This is an optimization exercise on Yosys and OpenROAD, whose aim is small area, a short achievable clock period and few clock cycles per item, not a production implementation.
Function was checked by simulation only, so behaviour that the tests miss may differ from the original.
The flow treats the clock pin as an ideal source, which a real chip does not have.

[design/flow/config.mk]
export PLATFORM = sky130hd
export DESIGN_NAME = binconv_array_top
export DESIGN_NICKNAME = binconv_array_top
export VERILOG_FILES = /design/flow/design.v
export SDC_FILE = /design/flow/constraint.sdc
export NUM_CORES = 4
export LEC_CHECK = 0
export CAP_MARGIN = 20
export CORE_MARGIN = 2
export CORE_UTILIZATION = 40
export PLACE_DENSITY = 0.6
export SLEW_MARGIN = 20
export SYNTH_HIERARCHICAL = 1
[design/flow/constraint.sdc]
create_clock -name core_clock -period 50.0 [get_ports {clk_i}]
set_input_delay 10.0000 -clock core_clock [delete_from_list [all_inputs] [get_ports {clk_i}]]
set_output_delay 10.0000 -clock core_clock [all_outputs]
set_load 0.01 [all_outputs]
[design/flow/design.v]
`timescale 1ns/1ps
module binconv_hold_reg #(
  parameter int unsigned W = 1
) (
  input  logic         clk_i,
  input  logic         en_i,
  input  logic [W-1:0] data_i,
  output logic [W-1:0] data_o
);
  always_ff @(posedge clk_i) begin
    if (en_i) begin
      data_o <= data_i;
    end
  end
endmodule
`timescale 1ns/1ps
module binconv_window_map (
  input  logic [35:0] wplane_i,
  input  logic        filter_mode_i,
  input  logic        en_i,
  output logic [35:0] wtap_o
);
  for (genvar r = 0; r < 9; r++) begin : g_row
    for (genvar c = 0; c < 4; c++) begin : g_ch
      if (r == 4) begin : g_centre
        assign wtap_o[r*4+c] = en_i & (filter_mode_i ? wplane_i[c] : wplane_i[r*4+c]);
      end else begin : g_other
        assign wtap_o[r*4+c] = en_i & ~filter_mode_i & wplane_i[r*4+c];
      end
    end
  end
endmodule
`timescale 1ns/1ps
module binconv_sequencer (
  input  logic        clk_i,
  input  logic        rst_ni,
  input  logic [2:0]  qw_i,
  input  logic        act_valid_i,
  output logic        act_ready_o,
  input  logic        weight_valid_i,
  output logic        weight_ready_o,
  output logic        pres_valid_o,
  input  logic        pres_ready_i,
  output logic        tile_load_o,
  output logic        plane_load_o,
  output logic        compute_o,
  output logic        clear_o,
  output logic        out_load_o
);
  logic       tv_q;     
  logic       wv_q;     
  logic       af_q;     
  logic       ov_q;     
  logic [1:0] cnt_q;    
  logic       ar_q;     
  logic       wr_q;
  logic compute, last, islast;
  logic tv_d, wv_d, af_d, ov_d;
  logic [1:0] cnt_d;
  logic compute_d, last_d;
  assign islast  = (cnt_q == 2'(qw_i - 3'd1));
  assign compute = wv_q & tv_q & ~af_q;
  assign last    = compute & islast;
  assign tile_load_o  = ~tv_q | last;
  assign plane_load_o = ~wv_q | compute;
  assign act_ready_o    = ar_q;
  assign weight_ready_o = wr_q;
  assign pres_valid_o   = ov_q;
  assign compute_o  = compute;
  assign clear_o    = compute & (cnt_q == 2'd0);
  assign out_load_o = ~ov_q | pres_ready_i;
  assign tv_d  = (act_valid_i & ar_q) | (tv_q & ~last);
  assign wv_d  = (weight_valid_i & wr_q) | (wv_q & ~compute);
  assign af_d  = (last | af_q) & ov_q & ~pres_ready_i;
  assign ov_d  = last | af_q | (ov_q & ~pres_ready_i);
  assign cnt_d = compute ? (islast ? 2'd0 : cnt_q + 2'd1) : cnt_q;
  assign compute_d = wv_d & tv_d & ~af_d;
  assign last_d    = compute_d & (cnt_d == 2'(qw_i - 3'd1));
  always_ff @(posedge clk_i or negedge rst_ni) begin
    if (!rst_ni) begin
      tv_q  <= 1'b0;
      wv_q  <= 1'b0;
      af_q  <= 1'b0;
      ov_q  <= 1'b0;
      cnt_q <= 2'd0;
      ar_q  <= 1'b1;
      wr_q  <= 1'b1;
    end else begin
      tv_q  <= tv_d;
      wv_q  <= wv_d;
      af_q  <= af_d;
      ov_q  <= ov_d;
      cnt_q <= cnt_d;
      ar_q  <= ~tv_d | last_d;
      wr_q  <= ~wv_d | compute_d;
    end
  end
endmodule
`timescale 1ns/1ps
module binconv_pe (
  input  logic          clk_i,
  input  logic [143:0]  act_i,
  input  logic [35:0]   wtap_i,
  input  logic          shift_i,
  input  logic          clear_i,
  input  logic [1:0]    align_i,
  output logic [15:0]   res_o
);
  wire [143:0] pn;
  for (genvar i = 0; i < 36; i++) begin : g_prod
    assign pn[i*4 +: 4] = ~(act_i[i*4 +: 4] & {4{wtap_i[i]}});
  end
  logic [12:0] r_n_q;
  wire  [12:0] r_n_d;
  wire  [12:0] fb_n;
  wire  [13:0]   r_n_ext;
  assign r_n_ext = {1'b1, r_n_q};
  for (genvar k = 0; k < 13; k++) begin : g_fb
    assign fb_n[k] = shift_i ? (clear_i | r_n_ext[k+1]) : r_n_q[k];
  end
  wire fs0, fc0;
  binconv_fa u_fa0 (.a_i(pn[0]), .b_i(pn[100]), .c_i(pn[104]), .s_o(fs0), .c_o(fc0));
  wire fs1, fc1;
  binconv_fa u_fa1 (.a_i(pn[108]), .b_i(pn[112]), .c_i(pn[116]), .s_o(fs1), .c_o(fc1));
  wire fs2, fc2;
  binconv_fa u_fa2 (.a_i(pn[120]), .b_i(pn[124]), .c_i(pn[128]), .s_o(fs2), .c_o(fc2));
  wire fs3, fc3;
  binconv_fa u_fa3 (.a_i(pn[12]), .b_i(pn[132]), .c_i(pn[136]), .s_o(fs3), .c_o(fc3));
  wire fs4, fc4;
  binconv_fa u_fa4 (.a_i(pn[140]), .b_i(pn[16]), .c_i(pn[20]), .s_o(fs4), .c_o(fc4));
  wire fs5, fc5;
  binconv_fa u_fa5 (.a_i(pn[24]), .b_i(pn[28]), .c_i(pn[32]), .s_o(fs5), .c_o(fc5));
  wire fs6, fc6;
  binconv_fa u_fa6 (.a_i(pn[36]), .b_i(pn[40]), .c_i(pn[44]), .s_o(fs6), .c_o(fc6));
  wire fs7, fc7;
  binconv_fa u_fa7 (.a_i(pn[48]), .b_i(pn[4]), .c_i(pn[52]), .s_o(fs7), .c_o(fc7));
  wire fs8, fc8;
  binconv_fa u_fa8 (.a_i(pn[56]), .b_i(pn[60]), .c_i(pn[64]), .s_o(fs8), .c_o(fc8));
  wire fs9, fc9;
  binconv_fa u_fa9 (.a_i(pn[68]), .b_i(pn[72]), .c_i(pn[76]), .s_o(fs9), .c_o(fc9));
  wire fs10, fc10;
  binconv_fa u_fa10 (.a_i(pn[80]), .b_i(pn[84]), .c_i(pn[88]), .s_o(fs10), .c_o(fc10));
  wire fs11, fc11;
  binconv_fa u_fa11 (.a_i(pn[8]), .b_i(pn[92]), .c_i(pn[96]), .s_o(fs11), .c_o(fc11));
  wire fs12, fc12;
  binconv_fa u_fa12 (.a_i(fb_n[3]), .b_i(fs0), .c_i(fs1), .s_o(fs12), .c_o(fc12));
  wire fs13, fc13;
  binconv_fa u_fa13 (.a_i(fs10), .b_i(fs11), .c_i(fs2), .s_o(fs13), .c_o(fc13));
  wire fs14, fc14;
  binconv_fa u_fa14 (.a_i(fs3), .b_i(fs4), .c_i(fs5), .s_o(fs14), .c_o(fc14));
  wire fs15, fc15;
  binconv_fa u_fa15 (.a_i(fs6), .b_i(fs7), .c_i(fs8), .s_o(fs15), .c_o(fc15));
  wire fs16, fc16;
  binconv_fa u_fa16 (.a_i(fs9), .b_i(fs12), .c_i(fs13), .s_o(fs16), .c_o(fc16));
  wire fs17, fc17;
  binconv_fa u_fa17 (.a_i(fs14), .b_i(fs15), .c_i(fs16), .s_o(fs17), .c_o(fc17));
  wire fs18, fc18;
  binconv_fa u_fa18 (.a_i(pn[101]), .b_i(pn[105]), .c_i(pn[109]), .s_o(fs18), .c_o(fc18));
  wire fs19, fc19;
  binconv_fa u_fa19 (.a_i(pn[113]), .b_i(pn[117]), .c_i(pn[121]), .s_o(fs19), .c_o(fc19));
  wire fs20, fc20;
  binconv_fa u_fa20 (.a_i(pn[125]), .b_i(pn[129]), .c_i(pn[133]), .s_o(fs20), .c_o(fc20));
  wire fs21, fc21;
  binconv_fa u_fa21 (.a_i(pn[137]), .b_i(pn[13]), .c_i(pn[141]), .s_o(fs21), .c_o(fc21));
  wire fs22, fc22;
  binconv_fa u_fa22 (.a_i(pn[17]), .b_i(pn[1]), .c_i(pn[21]), .s_o(fs22), .c_o(fc22));
  wire fs23, fc23;
  binconv_fa u_fa23 (.a_i(pn[25]), .b_i(pn[29]), .c_i(pn[33]), .s_o(fs23), .c_o(fc23));
  wire fs24, fc24;
  binconv_fa u_fa24 (.a_i(pn[37]), .b_i(pn[41]), .c_i(pn[45]), .s_o(fs24), .c_o(fc24));
  wire fs25, fc25;
  binconv_fa u_fa25 (.a_i(pn[49]), .b_i(pn[53]), .c_i(pn[57]), .s_o(fs25), .c_o(fc25));
  wire fs26, fc26;
  binconv_fa u_fa26 (.a_i(pn[5]), .b_i(pn[61]), .c_i(pn[65]), .s_o(fs26), .c_o(fc26));
  wire fs27, fc27;
  binconv_fa u_fa27 (.a_i(pn[69]), .b_i(pn[73]), .c_i(pn[77]), .s_o(fs27), .c_o(fc27));
  wire fs28, fc28;
  binconv_fa u_fa28 (.a_i(pn[81]), .b_i(pn[85]), .c_i(pn[89]), .s_o(fs28), .c_o(fc28));
  wire fs29, fc29;
  binconv_fa u_fa29 (.a_i(pn[93]), .b_i(pn[97]), .c_i(pn[9]), .s_o(fs29), .c_o(fc29));
  wire fs30, fc30;
  binconv_fa u_fa30 (.a_i(fb_n[4]), .b_i(fc0), .c_i(fc1), .s_o(fs30), .c_o(fc30));
  wire fs31, fc31;
  binconv_fa u_fa31 (.a_i(fc10), .b_i(fc11), .c_i(fc2), .s_o(fs31), .c_o(fc31));
  wire fs32, fc32;
  binconv_fa u_fa32 (.a_i(fc3), .b_i(fc4), .c_i(fc5), .s_o(fs32), .c_o(fc32));
  wire fs33, fc33;
  binconv_fa u_fa33 (.a_i(fc6), .b_i(fc7), .c_i(fc8), .s_o(fs33), .c_o(fc33));
  wire fs34, fc34;
  binconv_fa u_fa34 (.a_i(fc9), .b_i(fs18), .c_i(fs19), .s_o(fs34), .c_o(fc34));
  wire fs35, fc35;
  binconv_fa u_fa35 (.a_i(fs20), .b_i(fs21), .c_i(fs22), .s_o(fs35), .c_o(fc35));
  wire fs36, fc36;
  binconv_fa u_fa36 (.a_i(fs23), .b_i(fs24), .c_i(fs25), .s_o(fs36), .c_o(fc36));
  wire fs37, fc37;
  binconv_fa u_fa37 (.a_i(fs26), .b_i(fs27), .c_i(fs28), .s_o(fs37), .c_o(fc37));
  wire fs38, fc38;
  binconv_fa u_fa38 (.a_i(fs29), .b_i(fc12), .c_i(fc13), .s_o(fs38), .c_o(fc38));
  wire fs39, fc39;
  binconv_fa u_fa39 (.a_i(fc14), .b_i(fc15), .c_i(fs30), .s_o(fs39), .c_o(fc39));
  wire fs40, fc40;
  binconv_fa u_fa40 (.a_i(fs31), .b_i(fs32), .c_i(fs33), .s_o(fs40), .c_o(fc40));
  wire fs41, fc41;
  binconv_fa u_fa41 (.a_i(fs34), .b_i(fs35), .c_i(fs36), .s_o(fs41), .c_o(fc41));
  wire fs42, fc42;
  binconv_fa u_fa42 (.a_i(fs37), .b_i(fs38), .c_i(fs39), .s_o(fs42), .c_o(fc42));
  wire fs43, fc43;
  binconv_fa u_fa43 (.a_i(fs40), .b_i(fc16), .c_i(fs41), .s_o(fs43), .c_o(fc43));
  wire fs44, fc44;
  binconv_fa u_fa44 (.a_i(fc17), .b_i(fs42), .c_i(fs43), .s_o(fs44), .c_o(fc44));
  wire fs45, fc45;
  binconv_fa u_fa45 (.a_i(pn[102]), .b_i(pn[106]), .c_i(pn[10]), .s_o(fs45), .c_o(fc45));
  wire fs46, fc46;
  binconv_fa u_fa46 (.a_i(pn[110]), .b_i(pn[114]), .c_i(pn[118]), .s_o(fs46), .c_o(fc46));
  wire fs47, fc47;
  binconv_fa u_fa47 (.a_i(pn[122]), .b_i(pn[126]), .c_i(pn[130]), .s_o(fs47), .c_o(fc47));
  wire fs48, fc48;
  binconv_fa u_fa48 (.a_i(pn[134]), .b_i(pn[138]), .c_i(pn[142]), .s_o(fs48), .c_o(fc48));
  wire fs49, fc49;
  binconv_fa u_fa49 (.a_i(pn[14]), .b_i(pn[18]), .c_i(pn[22]), .s_o(fs49), .c_o(fc49));
  wire fs50, fc50;
  binconv_fa u_fa50 (.a_i(pn[26]), .b_i(pn[2]), .c_i(pn[30]), .s_o(fs50), .c_o(fc50));
  wire fs51, fc51;
  binconv_fa u_fa51 (.a_i(pn[34]), .b_i(pn[38]), .c_i(pn[42]), .s_o(fs51), .c_o(fc51));
  wire fs52, fc52;
  binconv_fa u_fa52 (.a_i(pn[46]), .b_i(pn[50]), .c_i(pn[54]), .s_o(fs52), .c_o(fc52));
  wire fs53, fc53;
  binconv_fa u_fa53 (.a_i(pn[58]), .b_i(pn[62]), .c_i(pn[66]), .s_o(fs53), .c_o(fc53));
  wire fs54, fc54;
  binconv_fa u_fa54 (.a_i(pn[6]), .b_i(pn[70]), .c_i(pn[74]), .s_o(fs54), .c_o(fc54));
  wire fs55, fc55;
  binconv_fa u_fa55 (.a_i(pn[78]), .b_i(pn[82]), .c_i(pn[86]), .s_o(fs55), .c_o(fc55));
  wire fs56, fc56;
  binconv_fa u_fa56 (.a_i(pn[90]), .b_i(pn[94]), .c_i(pn[98]), .s_o(fs56), .c_o(fc56));
  wire fs57, fc57;
  binconv_fa u_fa57 (.a_i(fb_n[5]), .b_i(fc18), .c_i(fc19), .s_o(fs57), .c_o(fc57));
  wire fs58, fc58;
  binconv_fa u_fa58 (.a_i(fc20), .b_i(fc21), .c_i(fc22), .s_o(fs58), .c_o(fc58));
  wire fs59, fc59;
  binconv_fa u_fa59 (.a_i(fc23), .b_i(fc24), .c_i(fc25), .s_o(fs59), .c_o(fc59));
  wire fs60, fc60;
  binconv_fa u_fa60 (.a_i(fc26), .b_i(fc27), .c_i(fc28), .s_o(fs60), .c_o(fc60));
  wire fs61, fc61;
  binconv_fa u_fa61 (.a_i(fc29), .b_i(fs45), .c_i(fs46), .s_o(fs61), .c_o(fc61));
  wire fs62, fc62;
  binconv_fa u_fa62 (.a_i(fs47), .b_i(fs48), .c_i(fs49), .s_o(fs62), .c_o(fc62));
  wire fs63, fc63;
  binconv_fa u_fa63 (.a_i(fs50), .b_i(fs51), .c_i(fs52), .s_o(fs63), .c_o(fc63));
  wire fs64, fc64;
  binconv_fa u_fa64 (.a_i(fs53), .b_i(fs54), .c_i(fs55), .s_o(fs64), .c_o(fc64));
  wire fs65, fc65;
  binconv_fa u_fa65 (.a_i(fs56), .b_i(fc30), .c_i(fc31), .s_o(fs65), .c_o(fc65));
  wire fs66, fc66;
  binconv_fa u_fa66 (.a_i(fc32), .b_i(fc33), .c_i(fc34), .s_o(fs66), .c_o(fc66));
  wire fs67, fc67;
  binconv_fa u_fa67 (.a_i(fc35), .b_i(fc36), .c_i(fc37), .s_o(fs67), .c_o(fc67));
  wire fs68, fc68;
  binconv_fa u_fa68 (.a_i(fs57), .b_i(fs58), .c_i(fs59), .s_o(fs68), .c_o(fc68));
  wire fs69, fc69;
  binconv_fa u_fa69 (.a_i(fs60), .b_i(fs61), .c_i(fs62), .s_o(fs69), .c_o(fc69));
  wire fs70, fc70;
  binconv_fa u_fa70 (.a_i(fs63), .b_i(fs64), .c_i(fc38), .s_o(fs70), .c_o(fc70));
  wire fs71, fc71;
  binconv_fa u_fa71 (.a_i(fc39), .b_i(fc40), .c_i(fs65), .s_o(fs71), .c_o(fc71));
  wire fs72, fc72;
  binconv_fa u_fa72 (.a_i(fs66), .b_i(fs67), .c_i(fs68), .s_o(fs72), .c_o(fc72));
  wire fs73, fc73;
  binconv_fa u_fa73 (.a_i(fc41), .b_i(fs69), .c_i(fs70), .s_o(fs73), .c_o(fc73));
  wire fs74, fc74;
  binconv_fa u_fa74 (.a_i(fc42), .b_i(fs71), .c_i(fc43), .s_o(fs74), .c_o(fc74));
  wire fs75, fc75;
  binconv_fa u_fa75 (.a_i(fs72), .b_i(fs73), .c_i(fc44), .s_o(fs75), .c_o(fc75));
  wire hs0, hc0;
  assign hs0 = ~(fs74 ^ fs75);
  assign hc0 = fs74 | fs75;
  wire fs76, fc76;
  binconv_fa u_fa76 (.a_i(pn[103]), .b_i(pn[107]), .c_i(pn[111]), .s_o(fs76), .c_o(fc76));
  wire fs77, fc77;
  binconv_fa u_fa77 (.a_i(pn[115]), .b_i(pn[119]), .c_i(pn[11]), .s_o(fs77), .c_o(fc77));
  wire fs78, fc78;
  binconv_fa u_fa78 (.a_i(pn[123]), .b_i(pn[127]), .c_i(pn[131]), .s_o(fs78), .c_o(fc78));
  wire fs79, fc79;
  binconv_fa u_fa79 (.a_i(pn[135]), .b_i(pn[139]), .c_i(pn[143]), .s_o(fs79), .c_o(fc79));
  wire fs80, fc80;
  binconv_fa u_fa80 (.a_i(pn[15]), .b_i(pn[19]), .c_i(pn[23]), .s_o(fs80), .c_o(fc80));
  wire fs81, fc81;
  binconv_fa u_fa81 (.a_i(pn[27]), .b_i(pn[31]), .c_i(pn[35]), .s_o(fs81), .c_o(fc81));
  wire fs82, fc82;
  binconv_fa u_fa82 (.a_i(pn[39]), .b_i(pn[3]), .c_i(pn[43]), .s_o(fs82), .c_o(fc82));
  wire fs83, fc83;
  binconv_fa u_fa83 (.a_i(pn[47]), .b_i(pn[51]), .c_i(pn[55]), .s_o(fs83), .c_o(fc83));
  wire fs84, fc84;
  binconv_fa u_fa84 (.a_i(pn[59]), .b_i(pn[63]), .c_i(pn[67]), .s_o(fs84), .c_o(fc84));
  wire fs85, fc85;
  binconv_fa u_fa85 (.a_i(pn[71]), .b_i(pn[75]), .c_i(pn[79]), .s_o(fs85), .c_o(fc85));
  wire fs86, fc86;
  binconv_fa u_fa86 (.a_i(pn[7]), .b_i(pn[83]), .c_i(pn[87]), .s_o(fs86), .c_o(fc86));
  wire fs87, fc87;
  binconv_fa u_fa87 (.a_i(pn[91]), .b_i(pn[95]), .c_i(pn[99]), .s_o(fs87), .c_o(fc87));
  wire fs88, fc88;
  binconv_fa u_fa88 (.a_i(fb_n[6]), .b_i(fc45), .c_i(fc46), .s_o(fs88), .c_o(fc88));
  wire fs89, fc89;
  binconv_fa u_fa89 (.a_i(fc47), .b_i(fc48), .c_i(fc49), .s_o(fs89), .c_o(fc89));
  wire fs90, fc90;
  binconv_fa u_fa90 (.a_i(fc50), .b_i(fc51), .c_i(fc52), .s_o(fs90), .c_o(fc90));
  wire fs91, fc91;
  binconv_fa u_fa91 (.a_i(fc53), .b_i(fc54), .c_i(fc55), .s_o(fs91), .c_o(fc91));
  wire fs92, fc92;
  binconv_fa u_fa92 (.a_i(fc56), .b_i(fs76), .c_i(fs77), .s_o(fs92), .c_o(fc92));
  wire fs93, fc93;
  binconv_fa u_fa93 (.a_i(fs78), .b_i(fs79), .c_i(fs80), .s_o(fs93), .c_o(fc93));
  wire fs94, fc94;
  binconv_fa u_fa94 (.a_i(fs81), .b_i(fs82), .c_i(fs83), .s_o(fs94), .c_o(fc94));
  wire fs95, fc95;
  binconv_fa u_fa95 (.a_i(fs84), .b_i(fs85), .c_i(fs86), .s_o(fs95), .c_o(fc95));
  wire fs96, fc96;
  binconv_fa u_fa96 (.a_i(fs87), .b_i(fc57), .c_i(fc58), .s_o(fs96), .c_o(fc96));
  wire fs97, fc97;
  binconv_fa u_fa97 (.a_i(fc59), .b_i(fc60), .c_i(fc61), .s_o(fs97), .c_o(fc97));
  wire fs98, fc98;
  binconv_fa u_fa98 (.a_i(fc62), .b_i(fc63), .c_i(fc64), .s_o(fs98), .c_o(fc98));
  wire fs99, fc99;
  binconv_fa u_fa99 (.a_i(fs88), .b_i(fs89), .c_i(fs90), .s_o(fs99), .c_o(fc99));
  wire fs100, fc100;
  binconv_fa u_fa100 (.a_i(fs91), .b_i(fs92), .c_i(fs93), .s_o(fs100), .c_o(fc100));
  wire fs101, fc101;
  binconv_fa u_fa101 (.a_i(fs94), .b_i(fs95), .c_i(fc65), .s_o(fs101), .c_o(fc101));
  wire fs102, fc102;
  binconv_fa u_fa102 (.a_i(fc66), .b_i(fc67), .c_i(fc68), .s_o(fs102), .c_o(fc102));
  wire fs103, fc103;
  binconv_fa u_fa103 (.a_i(fs96), .b_i(fs97), .c_i(fs98), .s_o(fs103), .c_o(fc103));
  wire fs104, fc104;
  binconv_fa u_fa104 (.a_i(fs99), .b_i(fc69), .c_i(fs100), .s_o(fs104), .c_o(fc104));
  wire fs105, fc105;
  binconv_fa u_fa105 (.a_i(fc70), .b_i(fs101), .c_i(fc71), .s_o(fs105), .c_o(fc105));
  wire fs106, fc106;
  binconv_fa u_fa106 (.a_i(fs102), .b_i(fc72), .c_i(fs103), .s_o(fs106), .c_o(fc106));
  wire fs107, fc107;
  binconv_fa u_fa107 (.a_i(fs104), .b_i(fc73), .c_i(fs105), .s_o(fs107), .c_o(fc107));
  wire fs108, fc108;
  binconv_fa u_fa108 (.a_i(fc74), .b_i(fs106), .c_i(fs107), .s_o(fs108), .c_o(fc108));
  wire fs109, fc109;
  binconv_fa u_fa109 (.a_i(fc75), .b_i(hc0), .c_i(fs108), .s_o(fs109), .c_o(fc109));
  wire fs110, fc110;
  binconv_fa u_fa110 (.a_i(fb_n[7]), .b_i(fc76), .c_i(fc77), .s_o(fs110), .c_o(fc110));
  wire fs111, fc111;
  binconv_fa u_fa111 (.a_i(fc78), .b_i(fc79), .c_i(fc80), .s_o(fs111), .c_o(fc111));
  wire fs112, fc112;
  binconv_fa u_fa112 (.a_i(fc81), .b_i(fc82), .c_i(fc83), .s_o(fs112), .c_o(fc112));
  wire fs113, fc113;
  binconv_fa u_fa113 (.a_i(fc84), .b_i(fc85), .c_i(fc86), .s_o(fs113), .c_o(fc113));
  wire fs114, fc114;
  binconv_fa u_fa114 (.a_i(fc87), .b_i(fc88), .c_i(fc89), .s_o(fs114), .c_o(fc114));
  wire fs115, fc115;
  binconv_fa u_fa115 (.a_i(fc90), .b_i(fc91), .c_i(fc92), .s_o(fs115), .c_o(fc115));
  wire fs116, fc116;
  binconv_fa u_fa116 (.a_i(fc93), .b_i(fc94), .c_i(fc95), .s_o(fs116), .c_o(fc116));
  wire fs117, fc117;
  binconv_fa u_fa117 (.a_i(fs110), .b_i(fs111), .c_i(fs112), .s_o(fs117), .c_o(fc117));
  wire fs118, fc118;
  binconv_fa u_fa118 (.a_i(fs113), .b_i(fc96), .c_i(fc97), .s_o(fs118), .c_o(fc118));
  wire fs119, fc119;
  binconv_fa u_fa119 (.a_i(fc98), .b_i(fc99), .c_i(fs114), .s_o(fs119), .c_o(fc119));
  wire fs120, fc120;
  binconv_fa u_fa120 (.a_i(fs115), .b_i(fs116), .c_i(fs117), .s_o(fs120), .c_o(fc120));
  wire fs121, fc121;
  binconv_fa u_fa121 (.a_i(fc100), .b_i(fc101), .c_i(fc102), .s_o(fs121), .c_o(fc121));
  wire fs122, fc122;
  binconv_fa u_fa122 (.a_i(fs118), .b_i(fc103), .c_i(fs119), .s_o(fs122), .c_o(fc122));
  wire fs123, fc123;
  binconv_fa u_fa123 (.a_i(fc104), .b_i(fs120), .c_i(fc105), .s_o(fs123), .c_o(fc123));
  wire fs124, fc124;
  binconv_fa u_fa124 (.a_i(fs121), .b_i(fc106), .c_i(fs122), .s_o(fs124), .c_o(fc124));
  wire fs125, fc125;
  binconv_fa u_fa125 (.a_i(fc107), .b_i(fs123), .c_i(fs124), .s_o(fs125), .c_o(fc125));
  wire fs126, fc126;
  binconv_fa u_fa126 (.a_i(fc108), .b_i(fs125), .c_i(fc109), .s_o(fs126), .c_o(fc126));
  wire fs127, fc127;
  binconv_fa u_fa127 (.a_i(fb_n[8]), .b_i(fc110), .c_i(fc111), .s_o(fs127), .c_o(fc127));
  wire fs128, fc128;
  binconv_fa u_fa128 (.a_i(fc112), .b_i(fc113), .c_i(fc114), .s_o(fs128), .c_o(fc128));
  wire fs129, fc129;
  binconv_fa u_fa129 (.a_i(fc115), .b_i(fc116), .c_i(fc117), .s_o(fs129), .c_o(fc129));
  wire fs130, fc130;
  binconv_fa u_fa130 (.a_i(fs127), .b_i(fc118), .c_i(fs128), .s_o(fs130), .c_o(fc130));
  wire fs131, fc131;
  binconv_fa u_fa131 (.a_i(fc119), .b_i(fs129), .c_i(fc120), .s_o(fs131), .c_o(fc131));
  wire fs132, fc132;
  binconv_fa u_fa132 (.a_i(fc121), .b_i(fc122), .c_i(fs130), .s_o(fs132), .c_o(fc132));
  wire fs133, fc133;
  binconv_fa u_fa133 (.a_i(fs131), .b_i(fc123), .c_i(fc124), .s_o(fs133), .c_o(fc133));
  wire fs134, fc134;
  binconv_fa u_fa134 (.a_i(fs132), .b_i(fc125), .c_i(fs133), .s_o(fs134), .c_o(fc134));
  wire hs1, hc1;
  assign hs1 = ~(fs134 ^ fc126);
  assign hc1 = fs134 | fc126;
  wire fs135, fc135;
  binconv_fa u_fa135 (.a_i(fb_n[9]), .b_i(fc127), .c_i(fc128), .s_o(fs135), .c_o(fc135));
  wire fs136, fc136;
  binconv_fa u_fa136 (.a_i(fc129), .b_i(fc130), .c_i(fs135), .s_o(fs136), .c_o(fc136));
  wire fs137, fc137;
  binconv_fa u_fa137 (.a_i(fc131), .b_i(fc132), .c_i(fs136), .s_o(fs137), .c_o(fc137));
  wire fs138, fc138;
  binconv_fa u_fa138 (.a_i(fc133), .b_i(fs137), .c_i(fc134), .s_o(fs138), .c_o(fc138));
  wire hs2, hc2;
  assign hs2 = ~(fs138 ^ hc1);
  assign hc2 = fs138 | hc1;
  wire fs139, fc139;
  binconv_fa u_fa139 (.a_i(fb_n[10]), .b_i(fc135), .c_i(fc136), .s_o(fs139), .c_o(fc139));
  wire fs140, fc140;
  binconv_fa u_fa140 (.a_i(fc137), .b_i(fs139), .c_i(fc138), .s_o(fs140), .c_o(fc140));
  wire hs3, hc3;
  assign hs3 = ~(fs140 ^ hc2);
  assign hc3 = fs140 | hc2;
  wire fs141, fc141;
  binconv_fa u_fa141 (.a_i(fb_n[11]), .b_i(fc139), .c_i(fc140), .s_o(fs141), .c_o(fc141));
  wire hs4, hc4;
  assign hs4 = ~(hc3 ^ fs141);
  assign hc4 = hc3 | fs141;
  wire fs142, fc142;
  binconv_fa u_fa142 (.a_i(fb_n[12]), .b_i(fc141), .c_i(hc4), .s_o(fs142), .c_o(fc142));
  assign r_n_d = {fs142, hs4, hs3, hs2, hs1, fs126, fs109, hs0, fs44, fs17, fb_n[2], fb_n[1], fb_n[0]};
  always_ff @(posedge clk_i) begin
    r_n_q <= r_n_d;
  end
  wire [12:0] r_d;
  assign r_d   = ~r_n_d;
  assign res_o = 16'(r_d >> align_i);
endmodule
module binconv_fa (
  input  logic a_i,
  input  logic b_i,
  input  logic c_i,
  output logic s_o,
  output logic c_o
);
  assign s_o = a_i ^ b_i ^ c_i;
  assign c_o = (a_i & b_i) | (a_i & c_i) | (b_i & c_i);
endmodule
`timescale 1ns/1ps
module binconv_array_top (
  input  logic          clk_i,
  input  logic          rst_ni,
  input  logic          filter_mode_i,
  input  logic [2:0]    qw_i,
  input  logic [255:0]  act_data_i,
  input  logic          act_valid_i,
  output logic          act_ready_o,
  input  logic [35:0]   weight_data_i,
  input  logic          weight_valid_i,
  output logic          weight_ready_o,
  output logic [63:0]   pres_data_o,
  output logic          pres_valid_o,
  input  logic          pres_ready_i
);
  logic       mode_q;
  logic [2:0] qw_q;
  always_ff @(posedge clk_i) begin
    mode_q <= filter_mode_i;
    qw_q   <= qw_i;
  end
  logic [255:0] tile_q;
  logic [35:0]  plane_q;
  logic [35:0]  wtap;
  logic         compute, clear, out_load, tile_load, plane_load;
  logic [1:0]   align;
  assign align = 2'(3'd4 - qw_q);
  logic [63:0]  res;
  binconv_sequencer u_sequencer (
    .clk_i          ( clk_i          ),
    .rst_ni         ( rst_ni         ),
    .qw_i           ( qw_q           ),
    .act_valid_i    ( act_valid_i    ),
    .act_ready_o    ( act_ready_o    ),
    .weight_valid_i ( weight_valid_i ),
    .weight_ready_o ( weight_ready_o ),
    .pres_valid_o   ( pres_valid_o   ),
    .pres_ready_i   ( pres_ready_i   ),
    .tile_load_o    ( tile_load      ),
    .plane_load_o   ( plane_load     ),
    .compute_o      ( compute        ),
    .clear_o        ( clear          ),
    .out_load_o     ( out_load       )
  );
  binconv_hold_reg #( .W ( 256 ) ) u_tile_reg (
    .clk_i  ( clk_i       ),
    .en_i   ( tile_load   ),
    .data_i ( act_data_i  ),
    .data_o ( tile_q      )
  );
  binconv_hold_reg #( .W ( 36 ) ) u_plane_reg (
    .clk_i  ( clk_i          ),
    .en_i   ( plane_load     ),
    .data_i ( weight_data_i  ),
    .data_o ( plane_q        )
  );
  binconv_window_map u_window_map (
    .wplane_i      ( plane_q ),
    .filter_mode_i ( mode_q  ),
    .en_i          ( compute ),
    .wtap_o        ( wtap    )
  );
  for (genvar p = 0; p < 4; p++) begin : g_pe
    localparam int PY = p / 2;
    localparam int PX = p % 2;
    logic [143:0] win;
    for (genvar r = 0; r < 9; r++) begin : g_row
      assign win[r*16 +: 16] = tile_q[((PY + r/3) * 4 + (PX + r%3)) * 16 +: 16];
    end
    binconv_pe u_pe (
      .clk_i     ( clk_i            ),
      .act_i     ( win              ),
      .wtap_i    ( wtap             ),
      .shift_i   ( compute          ),
      .clear_i   ( clear            ),
      .align_i   ( align            ),
      .res_o     ( res[p*16 +: 16]  )
    );
  end
  logic [51:0] res13, out_q;
  for (genvar p = 0; p < 4; p++) begin : g_res
    assign res13[p*13 +: 13]       = res[p*16 +: 13];
    assign pres_data_o[p*16 +: 16] = {3'b000, out_q[p*13 +: 13]};
  end
  binconv_hold_reg #( .W ( 52 ) ) u_out_reg (
    .clk_i  ( clk_i    ),
    .en_i   ( out_load ),
    .data_i ( res13    ),
    .data_o ( out_q    )
  );
endmodule
[design/flow/run.sh]
#!/bin/bash
# synth_recipe.tcl (not shown) runs the flow's synth.tcl, then flattens the netlist and writes it again
# the make line also repeats each setting of config.mk as NAME=value (left out here)
make -C /OpenROAD-flow-scripts/flow DESIGN_CONFIG=/design/flow/config.mk WORK_HOME=/design/flow/orfs CLKGATE_MAP_FILE= SYNTH_SCRIPT=/design/flow/synth_recipe.tcl finish
==> results of run 1 <==
[final cells by class]
type / count / area share, %
inverters: 65 / 0.707
repair buffers: 385 / 10.9
flip-flops and latches: 407 / 33.7
well taps: 940 / 3.41
clock inverters: 23 / 0.576
clock buffers: 62 / 3.60
multi-input cells: 1473 / 47.1
[path summary, 6_finish.rpt]
kind / from / to / slack (ns) / depth (start not counted)
hold reg to reg: g_pe[3].u_pe.r_n_q[0] / g_pe[3].u_pe.r_n_q[0] / 0.52 / 2
min in group asynchronous: rst_ni / u_sequencer.tv_q / 9.72 / 1
setup / recovery: u_sequencer.ar_q / act_ready_o / 38.34 / 1
hold / removal: g_pe[3].u_pe.r_n_q[0] / g_pe[3].u_pe.r_n_q[0] / 0.52 / 2
setup reg to reg: u_sequencer.af_q / u_out_reg.data_o[49] / 40.30 / 23
max in group asynchronous: rst_ni / u_sequencer.ar_q / 39.96 / 1
[state kept, by name (all words and copies together), names as in the netlist]
name                flops
u_sequencer.cnt_q       2
u_sequencer.tv_q        1
qw_q                    2
u_sequencer.ar_q        1
g_pe.u_pe.r_n_q        52
u_tile_reg.data_o     256
u_plane_reg.data_o     36
mode_q                  1
u_sequencer.ov_q        1
u_sequencer.af_q        1
u_sequencer.wr_q        1
u_sequencer.wv_q        1
u_out_reg.data_o       52
[metrics by stage]
step | hold WS, ns | setup slack [ns] | util [%] | area (sq um)
floorplan | 0.474 | 38.13 | - | 28400
global placement | 0.491 | 38.24 | 47.2 | 33100
detailed placement | 0.504 | 38.19 | 47.2 | 33100
CTS | 0.522 | 38.29 | 49.2 | 34500
global route | 0.553 | 38.29 | 49.2 | 34500
finish | 0.521 | 38.34 | 49.2 | 34500
[metal layers]
| metal | wire length [um] | up-vias | global-route usage, % |
|---|---|---|---|
| met4 | 4240 | 0 | 10.7 |
| li1 | - | 7285 | - |
| met2 | 45800 | 851 | 43.6 |
| met5 | 0 | - | 0 |
| met1 | 42800 | 9608 | 39.6 |
| met3 | 7420 | 199 | 5.11 |
==> impl_metrics.py, run 1 <==
metrics = {
    "run_status": {
        "outcome": "no timing/DRC/antenna violations",
    },
    "final_layout": {
        "num-nets-final": 3272,
        "fillers": 6194,
        "area_growth_pct": 21.6,
        "regArea_sq_um": 11600,
        "final_cells": 3355,
        "multi_input_area_sq_um": 16200,
        "drive_above_1_share_pct": 6.92,
        "antenna_cells": 0,
        "final_common_cell": "nand2_1",
        "final_cell_mix": "600 x nand2_1, 572 x fa_1, 354 x clkdlybuf4s50_1, 344 x edfxtp_1, 64 x inv_1",
    },
    "sta": {
        "final-max-slew-violation-count": 0,
        "rsz0062_at_grt": "false",
        "clock.fmax_mhz": 85.7,
        "setup_tns_ns": 0,
        "min_period_ns": 11.66,
        "finalCritPeriodShare_pct": 23.3,
        "fin_worst_skew_ns": 0.0328,
        "relSlewSlack_pct": 19.7,
        "tightestPinTransition_ns": 1.21,
        "setup_viol": 0,
        "hold_viol": 0,
    },
    "min_path": {
        "hp-class": "reg2reg",
    },
    "synthesis": {
        "synthesis.area_sq_um": 28400,
        "synth_warnings": 12,
        "syn_inst": 1978,
        "syn_area_per_cell_sq_um": 14.4,
    },
    "setup_path": {
        "critPathSlowestCell": "dfstp_2",
        "crit_family": "flip-flops",
        "critPathBufInv": 1,
        "start_kind": "register",
        "criticalPathCategory": "reg2out",
        "critPathMaxFanout": 2,
        "cpPeakStageDelay_ns": 0.55,
        "cp-end-kind": "output port",
        "required_ns": 40.00,
        "worstPathCellList": "clkdlybuf4s50_1",
        "arrival_ns": 1.66,
    },
    "route": {
        "drtIter0Drc": 1587,
        "postRouteWirelength_um": 100000,
        "drtPass1Iterations": 6,
        "vias": 17943,
        "routedWlPerCell_um": 29.9,
        "drtAntennaViolNets": 0,
        "drc": 0,
        "routed_via_density": 5.35,
    },
    "global_routing": {
        "grt_max_degree": 81,
        "grt-ovfl-total": 0,
        "grt_pass1_wl_um": 144000,
        "first_global_vias": 20274,
        "track_usage_pct": 28.1,
        "antenna_found_initial": 0,
    },
    "cts": {
        "cts-root-buf": "clkbuf_16",
        "post_cts_buffers": 0,
        "clk_latency_ns": 0.60,
        "cts_tree": "built",
        "htree_num_levels": 2,
        "clkSinkCount": 407,
        "path_clk_slew_ns": 0.06,
        "numCtsBuffers": 46,
        "cts_resized": 0,
        "cts_hold_buffers": 0,
        "clk_path_buf_depth": 3,
    },
    "floorplanning": {
        "die_y_um": 270,
        "die_area_sq_um": 73100,
        "rows": 97,
        "core_area_sq_um": 70100,
        "initial_core_util_pct": 40.5,
        "io_pins": 368,
        "die_w_um": 270,
    },
    "run": {
        "drv_cap": 0,
    },
    "placement": {
        "place.gp.congestion": 0.927,
        "dp_cells": 3270,
        "io_buffers": 354,
        "dp_hpwl_um": 78200,
    },
}
Testbench counts, summed over its fixed seeds: cycles 4,285, items 1,592.
==> inputs of run 2 (changes only) <==
==> design/flow/flow/run.sh (new file) <==
#!/bin/bash
# Own layout flow: the standard synthesis unchanged, then the standard ORFS
# layout with small port buffers (buffer_ports -buffer_cell) and a setup
# margin so that repair_timing works on the paths that set the period.
set -euo pipefail
bash standard.sh synth > synth.log 2>&1
bash standard.sh \
  'BUFFER_PORTS_ARGS=-buffer_cell sky130_fd_sc_hd__buf_2' \
  SETUP_SLACK_MARGIN=38.8 \
  finish > layout.log 2>&1
==> design/flow/standard.sh (new file) <==
#!/bin/bash
# synth_recipe.tcl (not shown) runs the flow's synth.tcl, then flattens the netlist and writes it again
# the make line also repeats each setting of config.mk as NAME=value (left out here)
make -C /OpenROAD-flow-scripts/flow DESIGN_CONFIG=/design/flow/config.mk WORK_HOME=/design/flow/orfs CLKGATE_MAP_FILE= SYNTH_SCRIPT=/design/flow/synth_recipe.tcl "${@:-finish}"
removed: design/flow/run.sh
==> run 2 against run 1 <==
Against the previous run:
- wire length down 1.7%
- sequential share of layout area up 1.7 points
- still clean
- global-route usage down 0.47 points
- die area unchanged
- highest routed layer unchanged
- critical path type unchanged
==> impl_metrics.py, run 2 <==
metrics = {
    "route": {
        "drtPass1Iterations": 6,
        "routed_via_density": 5.34,
        "routedWlPerCell_um": 29.4,
        "dr_wl_met3_um": 7710,
        "highest_layer": "met4",
        "wl_met2_um": 45600,
        "drc": 0,
        "vias": 17926,
        "drtIter0Drc": 1735,
        "drtAntennaViolNets": 0,
        "wl_met1_um": 41600,
        "postRouteWirelength_um": 98500,
    },
    "cts": {
        "path_clk_slew_ns": 0.06,
        "clk_path_buf_depth": 3,
        "clkSinkCount": 407,
        "numCtsBuffers": 45,
        "cts-root-buf": "clkbuf_16",
        "clk_latency_ns": 0.58,
        "htree_num_levels": 2,
        "cts_tree": "built",
        "cts_hold_buffers": 0,
    },
    "setup_path": {
        "criticalPathCategory": "reg2out",
        "worstPathCellList": "buf_6",
        "start_kind": "register",
        "arrival_ns": 1.22,
        "required_ns": 40.00,
        "ff2ff_setup_slack_ns": 40.87,
        "critPathMaxFanout": 2,
        "crit_family": "flip-flops",
        "cpPeakStageDelay_ns": 0.54,
        "critPathSlowestCell": "dfstp_2",
        "critPathBufInv": 1,
        "cp-end-kind": "output port",
    },
    "global_routing": {
        "track_usage_pct": 27.6,
        "first_global_vias": 20053,
        "grt_max_degree": 81,
        "grt-ovfl-total": 0,
        "grt_pass1_wl_um": 142000,
        "antenna_found_initial": 0,
    },
    "synthesis": {
        "synthesis.area_sq_um": 28400,
        "syn_area_per_cell_sq_um": 14.4,
        "synth_warnings": 12,
        "syn_inst": 1978,
    },
    "sta": {
        "whs_ns": 0.503,
        "relSlewSlack_pct": 20.6,
        "finalCritPeriodShare_pct": 22.4,
        "hold_viol": 0,
        "tightestPinTransition_ns": 1.19,
        "rsz0062_at_grt": "true",
        "min_period_ns": 11.22,
        "fin_worst_skew_ns": 0.0163,
        "setup_viol": 0,
        "setup_tns_ns": 0,
        "final-max-slew-violation-count": 0,
        "clock.fmax_mhz": 89.1,
    },
    "final_layout": {
        "largest_register": "u_tile_reg.data_o",
        "final_common_cell": "nand2_1",
        "final_cell_mix": "600 x nand2_1, 572 x fa_1, 352 x buf_2, 344 x edfxtp_1, 64 x inv_1",
        "top_regs": "u_tile_reg.data_o (256), g_pe.u_pe.r_n_q (52), u_out_reg.data_o (52)",
        "area_growth_pct": 15.6,
        "num-nets-final": 3273,
        "largest_reg_flops": 256,
        "final_cells": 3356,
        "fillers": 6431,
        "design_area_sq_um": 32800,
        "drive_above_1_share_pct": 21.7,
        "post-route-util_pct": 46.8,
    },
    "placement": {
        "place.gp.congestion": 0.934,
        "dp_hpwl_um": 77100,
        "placed_area_sq_um": 31300,
        "dp_cells": 3271,
        "io_buffers": 354,
    },
    "run": {
        "drv_cap": 0,
    },
    "min_path": {
        "hp-class": "reg2reg",
    },
    "floorplanning": {
        "die_w_um": 270,
        "initial_core_util_pct": 40.5,
        "die_area_sq_um": 73100,
        "die_y_um": 270,
        "rows": 97,
        "core_area_sq_um": 70100,
        "io_pins": 368,
    },
    "run_status": {
        "outcome": "no timing/DRC/antenna violations",
    },
}
-- run 2: path summary, 6_finish.rpt --
path                                       start                    end  cells past startpoint
min                        g_pe[3].u_pe.r_n_q[3]  g_pe[3].u_pe.r_n_q[2]                      2
min in group asynchronous                 rst_ni       u_sequencer.af_q                      1
max reg2reg                     u_sequencer.af_q   u_out_reg.data_o[36]                     23
min reg2reg                g_pe[3].u_pe.r_n_q[3]  g_pe[3].u_pe.r_n_q[2]                      2
max                             u_sequencer.wr_q         weight_ready_o                      1
max in group asynchronous                 rst_ni       u_sequencer.wr_q                      1
-- run 2: through the flow --
stage	worst slack, ns
3_3_place_gp	38.69
5_1_grt	38.74
3_5_place_dp	38.58
2_1_floorplan	39.07
6_report	38.78
4_1_cts	38.75
-- run 2: timing repair --
action / 4_1_cts / 5_1_grt
endpoints found under the setup margin: 2 / 2
resized for setup: 2 / 0
hold endpoints to repair: 0 / 0
buffers inserted: 1 / 0
gates cloned: 0 / 0
-- run 2: routing by layer --
layer / vias to the layer above / GRT usage (%)
met5: - / 0
met4: 0 / 9.42
met2: 900 / 43.1
li1: 7289 / -
met1: 9540 / 39.7
met3: 197 / 4.17
-- run 2: final cells by class --
cell class                      instances  area, sq um  share of cell area, %
Inverter                               65          244                  0.743
Multi-Input combinational cell       1473        16300                   49.5
Antenna cell                            1         2.50                0.00762
Timing Repair Buffer                  387         2030                   6.19
Clock inverter                         27          260                  0.793
Sequential cell                       407        11600                   35.5
Clock buffer                           56         1220                   3.72
Tap cell                              940         1180                   3.58
-- run 2: tightest hold or removal path, stage by stage (launching register included) --
cell     delay, ns
dfxtp_1       0.34
nor3b_2       0.06
nor2_1        0.07
==> inputs of run 3 (changes only) <==
--- a/design/flow/design.v
+++ b/design/flow/design.v
@@ -83,18 +83,18 @@
       af_q  <= 1'b0;
       ov_q  <= 1'b0;
       cnt_q <= 2'd0;
-      ar_q  <= 1'b1;
-      wr_q  <= 1'b1;
     end else begin
       tv_q  <= tv_d;
       wv_q  <= wv_d;
       af_q  <= af_d;
       ov_q  <= ov_d;
       cnt_q <= cnt_d;
-      ar_q  <= ~tv_d | last_d;
-      wr_q  <= ~wv_d | compute_d;
     end
   end
+  always_ff @(posedge clk_i) begin
+    ar_q <= ~tv_d | last_d;
+    wr_q <= ~wv_d | compute_d;
+  end
 endmodule
 `timescale 1ns/1ps
 module binconv_pe (
==> design/flow/flow/run.sh (replaced) <==
#!/bin/bash
# Own layout flow: the standard synthesis unchanged, then the standard ORFS
# layout with
#  - small port buffers (buffer_ports -buffer_cell buf_2),
#  - a setup margin, so that repair_timing works on the paths that set the
#    achieved period (the port paths),
#  - smaller, shallower clock-tree clusters,
set -euo pipefail
here=$(pwd)
bash standard.sh synth > synth.log 2>&1
bash standard.sh \
  'BUFFER_PORTS_ARGS=-buffer_cell sky130_fd_sc_hd__buf_2' \
  SETUP_SLACK_MARGIN=38.8 \
  'CTS_ARGS=-sink_clustering_enable -repair_clock_nets -sink_clustering_size 24 -sink_clustering_max_diameter 100 -balance_levels -buf_list {sky130_fd_sc_hd__clkbuf_8 sky130_fd_sc_hd__clkbuf_16}' \
  "POST_CTS_TCL=$here/flow/post_cts.tcl" \
  finish > layout.log 2>&1
==> design/flow/flow/post_cts.tcl (new file) <==
set block [ord::get_db_block]
set clknet [$block findNet clk_i]
set iterms [$clknet getITerms]
if {[llength $iterms] == 1} {
  set root [[lindex $iterms 0] getInst]
  set master [[$root getMaster] getName]
  if {[string match "sky130_fd_sc_hd__clkbuf*" $master]} {
    set outnet ""
    foreach it [$root getITerms] {
      if {[$it isOutputSignal]} { set outnet [$it getNet] }
    }
    set loads {}
    foreach it [$outnet getITerms] {
      if {[$it getInst] != $root} { lappend loads $it }
    }
    set ok [expr {[llength $loads] <= 4 && [llength [$outnet getBTerms]] == 0}]
    foreach it $loads {
      if {![string match "sky130_fd_sc_hd__clkbuf*" [[[$it getInst] getMaster] getName]]} { set ok 0 }
    }
    if {$ok} {
      foreach it $loads { $it disconnect; $it connect $clknet }
      foreach it [$root getITerms] { $it disconnect }
      odb::dbInst_destroy $root
      odb::dbNet_destroy $outnet
      puts "post_cts: bypassed root clock buffer $master, port now drives [llength $loads] buffers"
    } else {
      puts "post_cts: root clock buffer kept ([llength $loads] loads)"
    }
  }
} else {
  puts "post_cts: clock port drives [llength $iterms] cells, left as is"
}
--- a/design/flow/config.mk
+++ b/design/flow/config.mk
@@ -7,7 +7,7 @@
 export LEC_CHECK = 0
 export CAP_MARGIN = 20
 export CORE_MARGIN = 2
-export CORE_UTILIZATION = 40
-export PLACE_DENSITY = 0.6
+export CORE_UTILIZATION = 65
+export PLACE_DENSITY = 0.75
 export SLEW_MARGIN = 20
 export SYNTH_HIERARCHICAL = 1
==> run 3 against run 2 <==
Against the previous run:
- non-clock buffer count decreased by 9
- global-route usage increased by 13 points
- die area is 38% lower
- wire length down 12%
- register-to-register slack lost 0.08 ns
- highest routed layer unchanged
- critical path type unchanged
- worst hold slack improved by 0.018 ns
- area after synthesis about the same
- critical path depth is the same
- still clean
- largest cell class unchanged
- sequential share of layout area is 1.6 points higher
==> impl_metrics.py, run 3 <==
metrics = {
    "setup_path": {
        "timing.rr.start": "u_sequencer.af_q",
        "arrival_ns": 1.01,
        "worstPathCellList": "buf_2",
        "crit_family": "flip-flops",
        "criticalPathCategory": "reg2out",
        "critPathSlowestCell": "edfxtp_1",
        "r2r.worst_path.cells": 23,
        "start_kind": "register",
        "critPathBufInv": 1,
        "r2r-end": "u_out_reg.data_o[36]",
        "cp-end-kind": "output port",
        "cpPeakStageDelay_ns": 0.44,
        "required_ns": 40.00,
        "critPathMaxFanout": 1,
        "crit_path_start": "u_out_reg.data_o[35]",
        "ff2ff_setup_slack_ns": 40.79,
    },
    "synthesis": {
        "syn_area_per_cell_sq_um": 14.3,
        "synth_warnings": 12,
        "synthesis.area_sq_um": 28400,
        "syn_inst": 1978,
    },
    "sta": {
        "setup_tns_ns": 0,
        "setup_viol": 0,
        "fin_worst_skew_ns": 0.0198,
        "min_period_ns": 11.01,
        "whs_ns": 0.521,
        "fin_ws_ns": 38.99,
        "hold_viol": 0,
        "finalCritPeriodShare_pct": 22.0,
        "rsz0062_at_grt": "false",
        "final-max-slew-violation-count": 0,
        "tightestPinTransition_ns": 1.25,
        "clock.fmax_mhz": 90.8,
        "relSlewSlack_pct": 16.7,
    },
    "cts": {
        "clk_latency_ns": 0.42,
        "cts_tree": "built",
        "path_clk_slew_ns": 0.10,
        "clkSinkCount": 407,
    },
    "global_routing": {
        "grt_max_degree": 81,
        "first_global_vias": 19714,
        "grt_pass1_wl_um": 126000,
        "track_usage_pct": 40.2,
        "antenna_found_initial": 0,
        "grt-ovfl-total": 0,
    },
    "placement": {
        "dp_slack_ns": 38.59,
        "io_buffers": 354,
        "dp_hpwl_um": 67600,
        "placed_area_sq_um": 30800,
        "place.gp.congestion": 1.01,
    },
    "final_layout": {
        "area_growth_pct": 10.6,
        "largest_register": "u_tile_reg.data_o",
        "design_area_sq_um": 31400,
        "final_cell_mix": "600 x nand2_1, 572 x fa_1, 354 x buf_2, 344 x edfxtp_1, 79 x inv_1",
        "top_regs": "u_tile_reg.data_o (256), g_pe.u_pe.r_n_q (52), u_out_reg.data_o (52)",
        "drive_above_1_share_pct": 19.8,
        "final_common_cell": "nand2_1",
        "num-nets-final": 3238,
        "largest_reg_flops": 256,
        "fillers": 2886,
    },
    "route": {
        "drc": 0,
        "routedWlPerCell_um": 29.6,
        "drtIter0Drc": 2267,
        "drtAntennaViolNets": 0,
        "vias": 18073,
        "postRouteWirelength_um": 87100,
        "routed_via_density": 6.14,
        "drtPass1Iterations": 6,
    },
    "min_path": {
        "hp-class": "reg2reg",
        "worstHoldPathCells": 2,
        "worstHoldEndpoint": "u_sequencer.wv_q",
        "min_from": "u_sequencer.wr_q",
    },
    "floorplanning": {
        "die_w_um": 213,
        "io_pins": 368,
        "rows": 76,
        "core_area_sq_um": 43100,
        "die_y_um": 213,
        "die_area_sq_um": 45400,
        "initial_core_util_pct": 65.9,
    },
    "run": {
        "drv_cap": 0,
    },
    "run_status": {
        "outcome": "no timing/DRC/antenna violations",
    },
}
-- run 3: cell types whose count changed in the layout (fill, tap and decap cells not counted), moves of 4 or more --
cell / change
clkinvlp_4: -4
inv_6: -4
inv_1: +15
buf_4: -10
clkinv_1: -6
clkbuf_16: -27
clkinv_2: -7
bufinv_16: -4
clkbuf_1: -8
-- run 3: final cells by class --
| type | count | area (sq um) | share of cell area, % |
|---|---|---|---|
| diodes | 2 | 5.00 | 0.0160 |
| clock buffers | 20 | 500 | 1.60 |
| clock inverters | 15 | 56.3 | 0.179 |
| inverters | 65 | 244 | 0.778 |
| multi-input cells | 1473 | 16300 | 51.8 |
| flip-flops and latches | 407 | 11600 | 37.0 |
| well taps | 585 | 732 | 2.33 |
| repair buffers | 378 | 1960 | 6.24 |
-- run 3: how the worst max path moves through the flow --
stage                        to  cells after the start
2_1_floorplan  u_sequencer.ar_q                      4
3_3_place_gp   u_sequencer.ar_q                      5
3_5_place_dp   u_sequencer.ar_q                      5
5_1_grt         pres_data_o[41]                      1
6_report        pres_data_o[41]                      1
-- run 3: routing by layer --
metal / part of all wire (%) / routed length, um / GRT usage [%]
met5: 0 / 0 / 0
met4: 5.3 / 4590 / 16.5
met3: 14 / 12000 / 10.4
met2: 45 / 38800 / 59.9
met1: 36 / 31800 / 57.6
-- run 3: metrics by stage --
stage | std cells | util, %
after floorplan | 1989 | -
after global placement | 2907 | 71.5
after detailed placement | 2907 | 71.5
after global routing | 2943 | 72.8
final | 2945 | 72.8
Testbench counts of run 3, summed over its fixed seeds: cycles 4,285, items 1,592.
==> inputs of run 4 (changes only) <==
--- a/design/flow/design.v
+++ b/design/flow/design.v
@@ -57,7 +57,6 @@
   logic compute, last, islast;
   logic tv_d, wv_d, af_d, ov_d;
   logic [1:0] cnt_d;
-  logic compute_d, last_d;
   assign islast  = (cnt_q == 2'(qw_i - 3'd1));
   assign compute = wv_q & tv_q & ~af_q;
   assign last    = compute & islast;
@@ -74,8 +73,17 @@
   assign af_d  = (last | af_q) & ov_q & ~pres_ready_i;
   assign ov_d  = last | af_q | (ov_q & ~pres_ready_i);
   assign cnt_d = compute ? (islast ? 2'd0 : cnt_q + 2'd1) : cnt_q;
-  assign compute_d = wv_d & tv_d & ~af_d;
-  assign last_d    = compute_d & (cnt_d == 2'(qw_i - 3'd1));
+  logic       islast_d;
+  logic [1:0] ready_pr0, ready_pr1;    
+  assign islast_d = (cnt_d == 2'(qw_i - 3'd1));
+  always_comb begin
+    logic af_n0, comp_n0, comp_n1;
+    af_n0   = (last | af_q) & ov_q;
+    comp_n0 = wv_d & tv_d & ~af_n0;
+    comp_n1 = wv_d & tv_d;
+    ready_pr0 = {~tv_d | (comp_n0 & islast_d), ~wv_d | comp_n0};
+    ready_pr1 = {~tv_d | (comp_n1 & islast_d), ~wv_d | comp_n1};
+  end
   always_ff @(posedge clk_i or negedge rst_ni) begin
     if (!rst_ni) begin
       tv_q  <= 1'b0;
@@ -92,8 +100,7 @@
     end
   end
   always_ff @(posedge clk_i) begin
-    ar_q <= ~tv_d | last_d;
-    wr_q <= ~wv_d | compute_d;
+    {ar_q, wr_q} <= pres_ready_i ? ready_pr1 : ready_pr0;
   end
 endmodule
 `timescale 1ns/1ps
==> design/flow/flow/run.sh (replaced) <==
#!/bin/bash
# Own layout flow: the standard synthesis unchanged, then the standard ORFS
# layout with
#  - small port buffers: buf_1 on the inputs (the standard buffer_ports call,
#    inputs only) and buf_2 on the outputs (flow/post_gpl.tcl, right after
#    global placement),
#  - a setup margin, so that repair_timing works on the paths that set the
#    achieved period (the port paths),
#  - smaller, shallower clock-tree clusters,
set -euo pipefail
here=$(pwd)
bash standard.sh synth > synth.log 2>&1
bash standard.sh \
  'BUFFER_PORTS_ARGS=-inputs -buffer_cell sky130_fd_sc_hd__buf_1' \
  "POST_GLOBAL_PLACE_TCL=$here/flow/post_gpl.tcl" \
  SETUP_SLACK_MARGIN=38.8 \
  'CTS_ARGS=-sink_clustering_enable -repair_clock_nets -sink_clustering_size 24 -sink_clustering_max_diameter 100 -balance_levels -buf_list {sky130_fd_sc_hd__clkbuf_8 sky130_fd_sc_hd__clkbuf_16}' \
  "POST_CTS_TCL=$here/flow/post_cts.tcl" \
  finish > layout.log 2>&1
==> design/flow/flow/post_gpl.tcl (new file) <==
# Output ports get their own buffers here; the standard step buffered only
# the inputs (BUFFER_PORTS_ARGS=-inputs ...).
buffer_ports -outputs -buffer_cell sky130_fd_sc_hd__buf_2
==> run 4 against run 3 <==
Against the previous run:
- still clean on timing, DRC and antenna
- non-clock buffer count grew 3
- core utilization shrank 0.90 points
- critical path depth grew 4
- cell area shrank 1.2%
- clock-buffer cell count is the same
- flip-flop and latch count is the same
- setup slack lost 0.037 ns
==> impl_metrics.py, run 4 <==
metrics = {
    "global_routing": {
        "grt_max_degree": 81,
        "first_global_vias": 19566,
        "grt-ovfl-total": 0,
        "grt_pass1_wl_um": 127000,
        "track_usage_pct": 40.9,
        "antenna_found_initial": 2,
    },
    "setup_path": {
        "start_kind": "input pin",
        "timing.rr.start": "u_sequencer.tv_q",
        "required_ns": 50.37,
        "arrival_ns": 11.42,
        "criticalPathCategory": "in2reg",
        "critPathMaxFanout": 41,
        "cp-end-kind": "register",
        "crit_path_start": "pres_ready_i",
        "ff2ff_setup_slack_ns": 40.51,
    },
    "sta": {
        "clock.fmax_mhz": 90.5,
        "relSlewSlack_pct": 26.9,
        "hold_viol": 0,
        "tightestPinTransition_ns": 1.10,
        "finalCritPeriodShare_pct": 22.1,
        "fin_worst_skew_ns": 0.0197,
        "setup_viol": 0,
        "rsz0062_at_grt": "false",
        "final-max-slew-violation-count": 0,
        "min_period_ns": 11.05,
        "setup_tns_ns": 0,
    },
    "floorplanning": {
        "die_area_sq_um": 45300,
        "core_area_sq_um": 43100,
        "die_w_um": 213,
        "initial_core_util_pct": 65.8,
        "die_y_um": 213,
        "io_pins": 368,
        "rows": 76,
    },
    "route": {
        "drc": 0,
        "drtAntennaViolNets": 0,
        "routedWlPerCell_um": 29.9,
        "drtIter0Drc": 2063,
        "vias": 18227,
        "routed_via_density": 6.19,
        "drtPass1Iterations": 7,
        "postRouteWirelength_um": 87900,
    },
    "synthesis": {
        "syn_area_per_cell_sq_um": 14.3,
        "synthesis.area_sq_um": 28300,
        "syn_inst": 1976,
        "synth_warnings": 12,
    },
    "final_layout": {
        "regArea_sq_um": 11600,
        "largest_reg_flops": 256,
        "drive_above_1_share_pct": 7.21,
        "top_regs": "u_tile_reg.data_o (256), g_pe.u_pe.r_n_q (52), u_out_reg.data_o (52)",
        "antenna_cells": 0,
        "final_cells": 2943,
        "fillers": 2933,
        "final_common_cell": "nand2_1",
        "area_growth_pct": 9.35,
        "num-nets-final": 3240,
        "final_cell_mix": "605 x nand2_1, 572 x fa_1, 344 x edfxtp_1, 299 x buf_1, 75 x inv_1",
        "largest_register": "u_tile_reg.data_o",
        "multi_input_area_sq_um": 16200,
    },
    "min_path": {
        "hp-class": "reg2reg",
        "min_from": "u_sequencer.wr_q",
    },
    "placement": {
        "io_buffers": 354,
        "dp_hpwl_um": 68600,
        "dp_cells": 2908,
    },
    "cts": {
        "clkSinkCount": 407,
        "clk_latency_ns": 0.44,
        "cts_tree": "built",
        "path_clk_slew_ns": 0.10,
    },
    "run": {
        "drv_cap": 0,
    },
    "run_status": {
        "outcome": "no timing/DRC/antenna violations",
    },
}
## run 4: routing by layer
metal	vias up	share of wire (%)	global-route usage, %
met1	9254	37	58.6
met5	-	0	0
met2	1460	45	60.6
met3	330	13	9.31
met4	0	6.1	19.5
li1	7183	-	-
## run 4: critical path, stage by stage
cell	delay, ns
buf_1	0.06
nand2b_2	0.35
buf_4	0.58
nor2_2	0.13
o31ai_2	0.25
## run 4: area by class of cell
cell class	count	area share, %
multi-input combinational	1471	52.3
clock buffer	20	1.61
tap	585	2.36
clock inverter	14	0.230
sequential	407	37.5
timing repair buffer	381	5.19
inverter	65	0.787
## run 4: final timing paths
kind / cells past startpoint / endpoint
max: 5 / u_sequencer.ar_q
min: 2 / u_sequencer.wv_q
max reg2reg: 24 / u_out_reg.data_o[10]
min reg2reg: 2 / u_sequencer.wv_q
max in group asynchronous: 1 / u_sequencer.cnt_q[0]
min in group asynchronous: 1 / u_sequencer.ov_q
## run 4: stage by stage
step	cell area, sq um	setup slack (ns)	hold WS, ns	utilization [%]
3_3_place_gp	30100	38.57	0.493	69.9
6_report	31000	38.95	0.480	71.9
3_5_place_dp	30400	38.48	0.482	70.6
2_1_floorplan	28400	38.81	0.474	-
5_1_grt	31000	38.82	0.545	71.9
Testbench counts of run 4, summed over its fixed seeds: cycles 4,285, items 1,592.

-- port drivers added, routing unchanged --
No port has a modelled driver above. Below, the same layouts with a new extraction and two added sets of constraints. Step 1: set_driving_cell puts a clkbuf_16 on clk_i and a buf_2 on each other input, an assumption about the parent block. Step 2, shift: input delay + t, output delay - t, t = (earliest + latest rising clock arrival at the registers) / 2. This alone moves slack from input paths to output paths. Three values: ideal ports, drivers, drivers and shift; two values: the first two.
| run | t (ns) | setup WS [ns] | worst data-port slew with drivers (ns) |
|---|---|---|---|
| run 1 | 0.647 | 38.336 / 38.275 / 38.159 | 0.07 |
| run 2 | 0.636 | 38.778 / 38.718 / 38.523 | 0.06 |
| run 3 | 0.498 | 38.986 / 38.899 / 38.582 | 0.06 |
| run 4 | 0.508 | 38.948 / 38.888 / 38.498 | 0.06 |
After both steps every run listed still meets setup and hold. The setup slack of run 4, which loses most, moves by -0.060 ns with the drivers and by -0.450 ns with both steps.
